What follows belongs to an exercise in optimizing a design on an open flow for small area; a production flow would make more cautious choices.
No driver is modelled on the clock port, so clocking that relies on it looks cheaper here than on a real chip.
Power figures rest on the tool's default switching activity, not on a simulated workload.

==> module muldiv_step, before the edit <==
module muldiv_step #(
	parameter int ROW = 0
) (
	input  logic                 is_div,
	input  logic                 cin,
	input  logic [ROW:0]         p_in,      
	input  muldiv_pkg::md_word_t opa,
	input  muldiv_pkg::md_word_t opq_in,
	output logic [ROW:0]         p_out,
	output muldiv_pkg::md_word_t opq_out
);
	localparam int W = 16;
	localparam int QB = W - 1 - ROW;
	logic t;
	logic [ROW:0] in1;
	logic [ROW:0] sum;
	logic [ROW+1:0] c;
	logic upper_ones;
	logic sel;
	assign t = opq_in[QB];
	if (ROW == 0) begin : g_in0
		assign in1 = is_div & t;
	end else begin : g_in
		assign in1 = {p_in[ROW:1], is_div & t};
	end
	if (ROW + 1 <= 4) begin : g_ripple
		assign c[0] = cin;
		for (genvar i = 0; i <= ROW; i++) begin : g_fa
			assign sum[i] = in1[i] ^ opa[i] ^ c[i];
			assign c[i+1] = (in1[i] & opa[i]) | (in1[i] & c[i]) | (opa[i] & c[i]);
		end
	end else begin : g_prefix
		localparam int N = ROW + 1;
		localparam int L = (N > 8) ? 4 : (N > 4) ? 3 : (N > 2) ? 2 : 1;
		logic [N-1:0] pp;
		logic [N-1:0] gg [0:L];
		logic [N-1:0] pr [0:L];
		assign pp = in1 ^ opa[ROW:0];
		always_comb begin
			gg[0] = in1 & opa[ROW:0];
			pr[0] = pp;
		end
		for (genvar l = 0; l < L; l++) begin : g_lvl
			for (genvar i = 0; i < N; i++) begin : g_node
				if (((i >> l) & 1) == 1) begin : g_comb
					localparam int K = ((i >> l) << l) - 1;
					assign gg[l+1][i] = gg[l][i] | (pr[l][i] & gg[l][K]);
					assign pr[l+1][i] = pr[l][i] & pr[l][K];
				end else begin : g_pass
					assign gg[l+1][i] = gg[l][i];
					assign pr[l+1][i] = pr[l][i];
				end
			end
		end
		assign c[0] = cin;
		assign c[N:1] = gg[L] | (pr[L] & {N{cin}});
		assign sum = pp ^ c[ROW:0];
	end
	if (ROW == W - 1) begin : g_top
		assign upper_ones = 1'b1;
	end else begin : g_up
		assign upper_ones = &opa[W-1:ROW+1];
	end
	assign sel = is_div ? (c[ROW+1] & upper_ones) : t;
	assign p_out = sel ? sum : in1;
	always_comb begin
		opq_out = opq_in;
		opq_out[QB] = sel;
	end
endmodule
==> flow/config.mk <==
export PLATFORM = sky130hd
export DESIGN_NAME = muldiv_unit
export DESIGN_NICKNAME = muldiv_unit
export VERILOG_FILES = /design/flow/design.v
export SDC_FILE = /design/flow/constraint.sdc
export NUM_CORES = 4
export LEC_CHECK = 0
export ABC_AREA = 1
export CAP_MARGIN = 20
export CORE_MARGIN = 2
export CORE_UTILIZATION = 40
export SLEW_MARGIN = 20
==> flow/constraint.sdc <==
create_clock -name core_clock -period 8.0 [get_ports {clk}]
set_input_delay 1.6000 -clock core_clock [delete_from_list [all_inputs] [get_ports {clk}]]
set_output_delay 1.6000 -clock core_clock [all_outputs]
set_load 0.01 [all_outputs]
standard.sh (not shown) runs the stock make flow with config.mk's settings and CLKGATE_MAP_FILE= SYNTH_SCRIPT=/design/flow/synth_recipe.tcl, a recipe that flattens the netlist after the stock synthesis.
==> flow/flow/run.sh <==
#!/bin/bash
# Standard ORFS layout with smaller port buffers and a clock tree without dummy loads.
set -euo pipefail
cd "$(dirname "$0")/.."
export BUFFER_PORTS_ARGS="-buffer_cell sky130_fd_sc_hd__buf_1"
export CTS_ARGS="-sink_clustering_enable -repair_clock_nets -buf_list sky130_fd_sc_hd__clkbuf_8 -sink_clustering_size 12 -dont_use_dummy_load"
bash standard.sh synth > synth.log 2>&1
bash standard.sh > layout.log 2>&1
Then changed:
--- a/flow/design.v
+++ b/flow/design.v
@@ -80,13 +80,13 @@
 	assign t = opq_in[QB];
 	if (ROW == 0) begin : g_in0
 		assign in1 = is_div & t;
 	end else begin : g_in
 		assign in1 = {p_in[ROW:1], is_div & t};
 	end
-	if (ROW + 1 <= 4) begin : g_ripple
+	if (ROW + 1 <= 0) begin : g_ripple
 		assign c[0] = cin;
 		for (genvar i = 0; i <= ROW; i++) begin : g_fa
 			assign sum[i] = in1[i] ^ opa[i] ^ c[i];
 			assign c[i+1] = (in1[i] & opa[i]) | (in1[i] & c[i]) | (opa[i] & c[i]);
 		end
 	end else begin : g_prefix
The changed run completed without violations. Routed wire length drops by a few percent. Clock-buffer cell count stays the same. Total power climbs by a few percent. Design area drops by a few percent. Clock power barely changes. Combinational power climbs by a few percent. First-iteration DRC count drops by about a fifth. Global-route usage drops by 0.48 points. Synthesized area drops by a few percent. Non-clock buffer count drops by 45. Core utilization drops by 0.27 points.
No functional check of the RTL was part of any run of this note.

---

onyx:
The RTL this note starts from:
==> flow/design.v <==
`default_nettype none
package muldiv_pkg;
	typedef enum logic [1:0] {
		op_shl = 2'd0,
		op_mul = 2'd1,
		op_div = 2'd2,
		op_shr = 2'd3
	} md_op_e;
	typedef logic [16-1:0] md_word_t;
endpackage
`default_nettype wire
`default_nettype none
module operand_issue (
	input  logic                                   start,
	input  muldiv_pkg::md_op_e                     op,
	input  logic                                   signed_mode,
	input  logic [1:0]                             src1_sel,
	input  logic [1:0]                             src2_sel,
	input  muldiv_pkg::md_word_t [4-1:0]    src_regs,
	output logic                                   is_div,
	output logic                                   cin,
	output logic                                   neg,
	output muldiv_pkg::md_word_t                   opa,
	output muldiv_pkg::md_word_t                   opq
);
	localparam int W = 16;
	muldiv_pkg::md_word_t x;
	muldiv_pkg::md_word_t y;
	muldiv_pkg::md_word_t pow2;
	logic sdiv;
	logic sx;
	logic sy;
	logic use_y;
	logic inv;
	logic [W-1:0] low_nz;
	assign x = src_regs[src1_sel];
	assign y = src_regs[src2_sel];
	always_comb begin
		pow2 = '0;
		pow2[{1'b0, y[2:0]} + 4'd1] = 1'b1;
	end
	assign sdiv = signed_mode & (op == muldiv_pkg::op_div);
	assign sx = sdiv & x[W-1];
	assign sy = sdiv & y[W-1];
	assign low_nz[0] = 1'b0;
	for (genvar i = 1; i < W; i++) begin : g_nz
		assign low_nz[i] = |x[i-1:0];
	end
	assign is_div = start & op[1];
	assign cin = ~start | (op[1] & ~sy);
	assign neg = sx ^ sy;
	assign use_y = op[0] ^ op[1];
	assign inv = op[1] & ~sy;
	assign opa = {W{inv}} ^ (use_y ? y : pow2);
	assign opq = x ^ (low_nz & {W{sx}});
endmodule
`default_nettype wire
`default_nettype none
module muldiv_step #(
	parameter int ROW = 0
) (
	input  logic                 is_div,
	input  logic                 cin,
	input  logic [ROW:0]         p_in,      
	input  muldiv_pkg::md_word_t opa,
	input  muldiv_pkg::md_word_t opq_in,
	output logic [ROW:0]         p_out,
	output muldiv_pkg::md_word_t opq_out
);
	localparam int W = 16;
	localparam int QB = W - 1 - ROW;
	logic t;
	logic [ROW:0] in1;
	logic [ROW:0] sum;
	logic [ROW+1:0] c;
	logic upper_ones;
	logic sel;
	assign t = opq_in[QB];
	if (ROW == 0) begin : g_in0
		assign in1 = is_div & t;
	end else begin : g_in
		assign in1 = {p_in[ROW:1], is_div & t};
	end
	if (ROW + 1 <= 2) begin : g_ripple
		assign c[0] = cin;
		for (genvar i = 0; i <= ROW; i++) begin : g_fa
			assign sum[i] = in1[i] ^ opa[i] ^ c[i];
			assign c[i+1] = (in1[i] & opa[i]) | (in1[i] & c[i]) | (opa[i] & c[i]);
		end
	end else begin : g_prefix
		localparam int N = ROW + 1;
		localparam int L = (N > 8) ? 4 : (N > 4) ? 3 : (N > 2) ? 2 : 1;
		logic [N-1:0] pp;
		logic [N-1:0] gg [0:L];
		logic [N-1:0] pr [0:L];
		assign pp = in1 ^ opa[ROW:0];
		always_comb begin
			gg[0] = in1 & opa[ROW:0];
			pr[0] = pp;
		end
		for (genvar l = 0; l < L; l++) begin : g_lvl
			for (genvar i = 0; i < N; i++) begin : g_node
				if (((i >> l) & 1) == 1) begin : g_comb
					localparam int K = ((i >> l) << l) - 1;
					assign gg[l+1][i] = gg[l][i] | (pr[l][i] & gg[l][K]);
					assign pr[l+1][i] = pr[l][i] & pr[l][K];
				end else begin : g_pass
					assign gg[l+1][i] = gg[l][i];
					assign pr[l+1][i] = pr[l][i];
				end
			end
		end
		assign c[0] = cin;
		assign c[N:1] = gg[L] | (pr[L] & {N{cin}});
		assign sum = pp ^ c[ROW:0];
	end
	if (ROW == W - 1) begin : g_top
		assign upper_ones = 1'b1;
	end else begin : g_up
		assign upper_ones = &opa[W-1:ROW+1];
	end
	assign sel = is_div ? (c[ROW+1] & upper_ones) : t;
	if (ROW == W - 1) begin : g_last
		assign p_out = t ? sum : in1;
	end else begin : g_mid
		assign p_out = sel ? sum : in1;
	end
	always_comb begin
		opq_out = opq_in;
		opq_out[QB] = sel;
	end
endmodule
`default_nettype wire
`default_nettype none
module result_collect (
	input  logic                  clk,
	input  logic                  rst,
	input  logic                  valid,
	input  logic                  is_div,
	input  logic                  cin,
	input  logic                  neg,
	input  muldiv_pkg::md_word_t  opa,
	input  muldiv_pkg::md_word_t  prod,
	input  muldiv_pkg::md_word_t  quot,
	output muldiv_pkg::md_word_t  result,
	output logic                  done,
	output logic                  div_by_zero
);
	muldiv_pkg::md_word_t value_d;
	logic dbz;
	muldiv_pkg::md_word_t res_q;
	logic done_q;
	logic dbz_q;
	logic neg_q;
	assign dbz = is_div & cin & (&opa);
	assign value_d = is_div ? quot : prod;
	always_ff @(posedge clk or posedge rst) begin
		if (rst) begin
			res_q <= '0;
			neg_q <= 1'b0;
			done_q <= 1'b0;
			dbz_q <= 1'b0;
		end else begin
			done_q <= valid;
			dbz_q <= valid & dbz;
			if (valid) begin
				res_q <= value_d;
				neg_q <= neg & ~dbz;
			end
		end
	end
	assign result = neg_q ? -res_q : res_q;
	assign done = done_q;
	assign div_by_zero = dbz_q;
endmodule
`default_nettype wire
`default_nettype none
module muldiv_unit (
	input  logic                                   clk,
	input  logic                                   rst,
	input  logic                                   start,
	input  muldiv_pkg::md_op_e                     op,
	input  logic                                   signed_mode,
	input  logic [1:0]                             src1_sel,
	input  logic [1:0]                             src2_sel,
	input  muldiv_pkg::md_word_t [4-1:0]    src_regs,
	output muldiv_pkg::md_word_t                   result,
	output logic                                   done,
	output logic                                   div_by_zero
);
	localparam int W = 16;
	localparam logic [W-1:0] CUT = 16'b0001001001000100;
	logic         valid;
	logic [W:0]   is_div_s;
	logic [W:0]   cin_s;
	logic [W:0]   neg_s;
	muldiv_pkg::md_word_t p_s   [0:W];
	muldiv_pkg::md_word_t opa_s [0:W];
	muldiv_pkg::md_word_t opq_s [0:W];
	operand_issue i_operand_issue (
		.start       (start),
		.op          (op),
		.signed_mode (signed_mode),
		.src1_sel    (src1_sel),
		.src2_sel    (src2_sel),
		.src_regs    (src_regs),
		.is_div      (is_div_s[0]),
		.cin         (cin_s[0]),
		.neg         (neg_s[0]),
		.opa         (opa_s[0]),
		.opq         (opq_s[0])
	);
	assign p_s[0] = '0;
	for (genvar j = 0; j < W; j++) begin : g_row
		logic [j:0] p_in;
		logic [j:0] p_out;
		muldiv_pkg::md_word_t p_d;
		muldiv_pkg::md_word_t opq_d;
		if (j == 0) begin : g_p0
			assign p_in = 1'b0;
		end else begin : g_p
			assign p_in = {p_s[j][j-1:0], 1'b0};
		end
		muldiv_step #(
			.ROW (j)
		) i_muldiv_step (
			.is_div  (is_div_s[j]),
			.cin     (cin_s[j]),
			.p_in    (p_in),
			.opa     (opa_s[j]),
			.opq_in  (opq_s[j]),
			.p_out   (p_out),
			.opq_out (opq_d)
		);
		always_comb begin
			p_d = '0;
			p_d[j:0] = p_out;
		end
		if (CUT[j]) begin : g_reg
			logic is_div_q;
			logic cin_q;
			logic neg_q;
			logic [j:0] p_q;
			muldiv_pkg::md_word_t opa_q;
			muldiv_pkg::md_word_t opq_q;
			always_ff @(posedge clk or posedge rst) begin
				if (rst) begin
					is_div_q <= 1'b0;
					cin_q <= 1'b1;
				end else begin
					is_div_q <= is_div_s[j];
					cin_q <= cin_s[j];
				end
			end
			always_ff @(posedge clk) begin
				neg_q <= neg_s[j];
				p_q <= p_out;
				opa_q <= opa_s[j];
				opq_q <= opq_d;
			end
			assign is_div_s[j+1] = is_div_q;
			assign cin_s[j+1] = cin_q;
			assign neg_s[j+1] = neg_q;
			always_comb begin
				p_s[j+1] = '0;
				p_s[j+1][j:0] = p_q;
			end
			assign opa_s[j+1] = opa_q;
			assign opq_s[j+1] = opq_q;
		end else begin : g_wire
			assign is_div_s[j+1] = is_div_s[j];
			assign cin_s[j+1] = cin_s[j];
			assign neg_s[j+1] = neg_s[j];
			assign p_s[j+1] = p_d;
			assign opa_s[j+1] = opa_s[j];
			assign opq_s[j+1] = opq_d;
		end
	end
	assign valid = is_div_s[W] | ~cin_s[W];
	result_collect i_result_collect (
		.clk         (clk),
		.rst         (rst),
		.valid       (valid),
		.is_div      (is_div_s[W]),
		.cin         (cin_s[W]),
		.neg         (neg_s[W]),
		.opa         (opa_s[W]),
		.prod        (p_s[W]),
		.quot        (opq_s[W]),
		.result      (result),
		.done        (done),
		.div_by_zero (div_by_zero)
	);
endmodule
`default_nettype wire
export LEC_CHECK = 0
export CAP_MARGIN = 20
export CORE_MARGIN = 2
export CORE_UTILIZATION = 65
export SLEW_MARGIN = 20
create_clock -name core_clock -period 8.0 [get_ports {clk}]
==> flow/flow/run.sh <==
#!/bin/bash
# Standard ORFS layout with smaller port buffers, a clock tree of clkbuf_8
# without dummy loads (heavily loaded clock buffers upsized after CTS), and
# power recovery on non-critical gates.
set -euo pipefail
cd "$(dirname "$0")/.."
W=$(pwd)
export BUFFER_PORTS_ARGS="-buffer_cell sky130_fd_sc_hd__buf_1"
export CTS_ARGS="-sink_clustering_enable -repair_clock_nets -buf_list sky130_fd_sc_hd__clkbuf_8 -dont_use_dummy_load"
export POST_CTS_TCL="$W/flow/post_cts.tcl"
export RECOVER_POWER=100
bash standard.sh synth > synth.log 2>&1
bash standard.sh > layout.log 2>&1
==> flow/flow/post_cts.tcl <==
# Upsize clock buffers that drive many flip-flops, to keep the clock slew low.
set n_up 0
foreach inst [[ord::get_db_block] getInsts] {
  set master [[$inst getMaster] getName]
  if { $master eq "sky130_fd_sc_hd__clkbuf_8" } {
    set net [[$inst findITerm X] getNet]
    if { $net ne "NULL" } {
      set loads [expr { [llength [$net getITerms]] - 1 }]
      if { $loads > 14 } {
        replace_cell [$inst getName] sky130_fd_sc_hd__clkbuf_16
        incr n_up
      }
    }
  }
}
puts "post_cts: upsized $n_up clock buffers"
if { $n_up > 0 } {
  detailed_placement
  check_placement -verbose
  estimate_parasitics -placement
}
STATUS run=onyx STAGES=ALL_DONE FINAL_CHECKS=FAILED CAUSE=max-capacitance violations, max-slew violations
### onyx -> ember
diff --git a/flow/design.v b/flow/design.v
--- a/flow/design.v
+++ b/flow/design.v
@@ -15,10 +15,11 @@
 	input  muldiv_pkg::md_op_e                     op,
 	input  logic                                   signed_mode,
 	input  logic [1:0]                             src1_sel,
 	input  logic [1:0]                             src2_sel,
 	input  muldiv_pkg::md_word_t [4-1:0]    src_regs,
+	output logic                                   valid,
 	output logic                                   is_div,
 	output logic                                   cin,
 	output logic                                   neg,
 	output muldiv_pkg::md_word_t                   opa,
 	output muldiv_pkg::md_word_t                   opq
@@ -44,12 +45,13 @@
 	assign sy = sdiv & y[W-1];
 	assign low_nz[0] = 1'b0;
 	for (genvar i = 1; i < W; i++) begin : g_nz
 		assign low_nz[i] = |x[i-1:0];
 	end
-	assign is_div = start & op[1];
-	assign cin = ~start | (op[1] & ~sy);
+	assign valid = start;
+	assign is_div = op[1];
+	assign cin = op[1] & ~sy;
 	assign neg = sx ^ sy;
 	assign use_y = op[0] ^ op[1];
 	assign inv = op[1] & ~sy;
 	assign opa = {W{inv}} ^ (use_y ? y : pow2);
 	assign opq = x ^ (low_nz & {W{sx}});
@@ -79,11 +81,11 @@
 	if (ROW == 0) begin : g_in0
 		assign in1 = is_div & t;
 	end else begin : g_in
 		assign in1 = {p_in[ROW:1], is_div & t};
 	end
-	if (ROW + 1 <= 2) begin : g_ripple
+	if (ROW + 1 <= 0) begin : g_ripple
 		assign c[0] = cin;
 		for (genvar i = 0; i <= ROW; i++) begin : g_fa
 			assign sum[i] = in1[i] ^ opa[i] ^ c[i];
 			assign c[i+1] = (in1[i] & opa[i]) | (in1[i] & c[i]) | (opa[i] & c[i]);
 		end
@@ -94,10 +96,11 @@
 		logic [N-1:0] gg [0:L];
 		logic [N-1:0] pr [0:L];
 		assign pp = in1 ^ opa[ROW:0];
 		always_comb begin
 			gg[0] = in1 & opa[ROW:0];
+			gg[0][0] = (in1[0] & opa[0]) | (pp[0] & cin);
 			pr[0] = pp;
 		end
 		for (genvar l = 0; l < L; l++) begin : g_lvl
 			for (genvar i = 0; i < N; i++) begin : g_node
 				if (((i >> l) & 1) == 1) begin : g_comb
@@ -109,11 +112,11 @@
 					assign pr[l+1][i] = pr[l][i];
 				end
 			end
 		end
 		assign c[0] = cin;
-		assign c[N:1] = gg[L] | (pr[L] & {N{cin}});
+		assign c[N:1] = gg[L];
 		assign sum = pp ^ c[ROW:0];
 	end
 	if (ROW == W - 1) begin : g_top
 		assign upper_ones = 1'b1;
 	end else begin : g_up
@@ -188,11 +191,11 @@
 	output logic                                   done,
 	output logic                                   div_by_zero
 );
 	localparam int W = 16;
 	localparam logic [W-1:0] CUT = 16'b0001001001000100;
-	logic         valid;
+	logic [W:0]   valid_s;
 	logic [W:0]   is_div_s;
 	logic [W:0]   cin_s;
 	logic [W:0]   neg_s;
 	muldiv_pkg::md_word_t p_s   [0:W];
 	muldiv_pkg::md_word_t opa_s [0:W];
@@ -202,10 +205,11 @@
 		.op          (op),
 		.signed_mode (signed_mode),
 		.src1_sel    (src1_sel),
 		.src2_sel    (src2_sel),
 		.src_regs    (src_regs),
+		.valid       (valid_s[0]),
 		.is_div      (is_div_s[0]),
 		.cin         (cin_s[0]),
 		.neg         (neg_s[0]),
 		.opa         (opa_s[0]),
 		.opq         (opq_s[0])
@@ -235,54 +239,56 @@
 		always_comb begin
 			p_d = '0;
 			p_d[j:0] = p_out;
 		end
 		if (CUT[j]) begin : g_reg
+			logic valid_q;
 			logic is_div_q;
 			logic cin_q;
 			logic neg_q;
 			logic [j:0] p_q;
 			muldiv_pkg::md_word_t opa_q;
 			muldiv_pkg::md_word_t opq_q;
 			always_ff @(posedge clk or posedge rst) begin
 				if (rst) begin
-					is_div_q <= 1'b0;
-					cin_q <= 1'b1;
+					valid_q <= 1'b0;
 				end else begin
-					is_div_q <= is_div_s[j];
-					cin_q <= cin_s[j];
+					valid_q <= valid_s[j];
 				end
 			end
 			always_ff @(posedge clk) begin
+				is_div_q <= is_div_s[j];
+				cin_q <= cin_s[j];
 				neg_q <= neg_s[j];
 				p_q <= p_out;
 				opa_q <= opa_s[j];
 				opq_q <= opq_d;
 			end
+			assign valid_s[j+1] = valid_q;
 			assign is_div_s[j+1] = is_div_q;
 			assign cin_s[j+1] = cin_q;
 			assign neg_s[j+1] = neg_q;
 			always_comb begin
 				p_s[j+1] = '0;
 				p_s[j+1][j:0] = p_q;
 			end
 			assign opa_s[j+1] = opa_q;
 			assign opq_s[j+1] = opq_q;
 		end else begin : g_wire
+			assign valid_s[j+1] = valid_s[j];
 			assign is_div_s[j+1] = is_div_s[j];
 			assign cin_s[j+1] = cin_s[j];
 			assign neg_s[j+1] = neg_s[j];
 			assign p_s[j+1] = p_d;
 			assign opa_s[j+1] = opa_s[j];
 			assign opq_s[j+1] = opq_d;
 		end
 	end
-	assign valid = is_div_s[W] | ~cin_s[W];
 	result_collect i_result_collect (
 		.clk         (clk),
 		.rst         (rst),
-		.valid       (valid),
+		.valid       (valid_s[W]),
 		.is_div      (is_div_s[W]),
 		.cin         (cin_s[W]),
 		.neg         (neg_s[W]),
 		.opa         (opa_s[W]),
 		.prod        (p_s[W]),
## What came out
ember completed every stage of the flow, and the final layout passed the timing, DRC and antenna checks.
Of the two values seen for critical-path cell with the highest stage delay, dfxtp_1 was produced by ember and mux2_2 by onyx.
Looking at number of buffers other than clock buffers in the final layout, ember sits 14 above onyx.
[compare] base=onyx new=ember: fraction of synthesis flops using an asynchronous set or reset pin saw a decrease; number of ordinary inverters in the final layout saw an increase; netlist area before placement saw a decrease.
Cmp onyx and ember / placement-stage cell area / lower: ember
Compared with onyx, ember shows a fraction of the cycle the final worst path needs that is 1.5 points higher.
Compared with onyx, in ember post-route standard cell area excluding fillers fell 160 um^2, post-layout worst setup margin went down, fraction of standard cell area that is sequential went up, final-layout clock-cell area share flat.
No functional check of the RTL was part of any run of this note.

-- what the ideal ports hide --
No port has a modelled driver above. Below, the same layouts with a new extraction and two added sets of constraints. Step 1, drivers: a clkbuf_16 drives clk and a buf_2 each remaining input, both assumed. Step 2 times the ports against the registers' clock, not the clock port: input delays grow and output delays shrink by t, the midpoint of the rising clock arrivals with the driver on. Three values: no drivers, after step 1, after step 2; two values: the first two.
run | shift t [ns] | setup slack, ns | hold WS [ns] | latest minus earliest clock arrival (ns) | cell pins on the clock port's net
the first run of note 1 | 0.484 | 0.458 / 0.458 / 0.124 | 0.322 / 0.322 / 0.322 | 0.026 / 0.026 | 1
the second run of note 1 | 0.492 | 0.542 / 0.542 / 0.208 | 0.321 / 0.321 / 0.321 | 0.034 / 0.034 | 1
onyx | 0.430 | 0.503 / 0.503 / 0.499 | 0.319 / 0.319 / 0.319 | 0.033 / 0.033 | 1
ember | 0.409 | 0.383 / 0.383 / 0.383 | 0.325 / 0.325 / 0.325 | 0.031 / 0.030 | 1
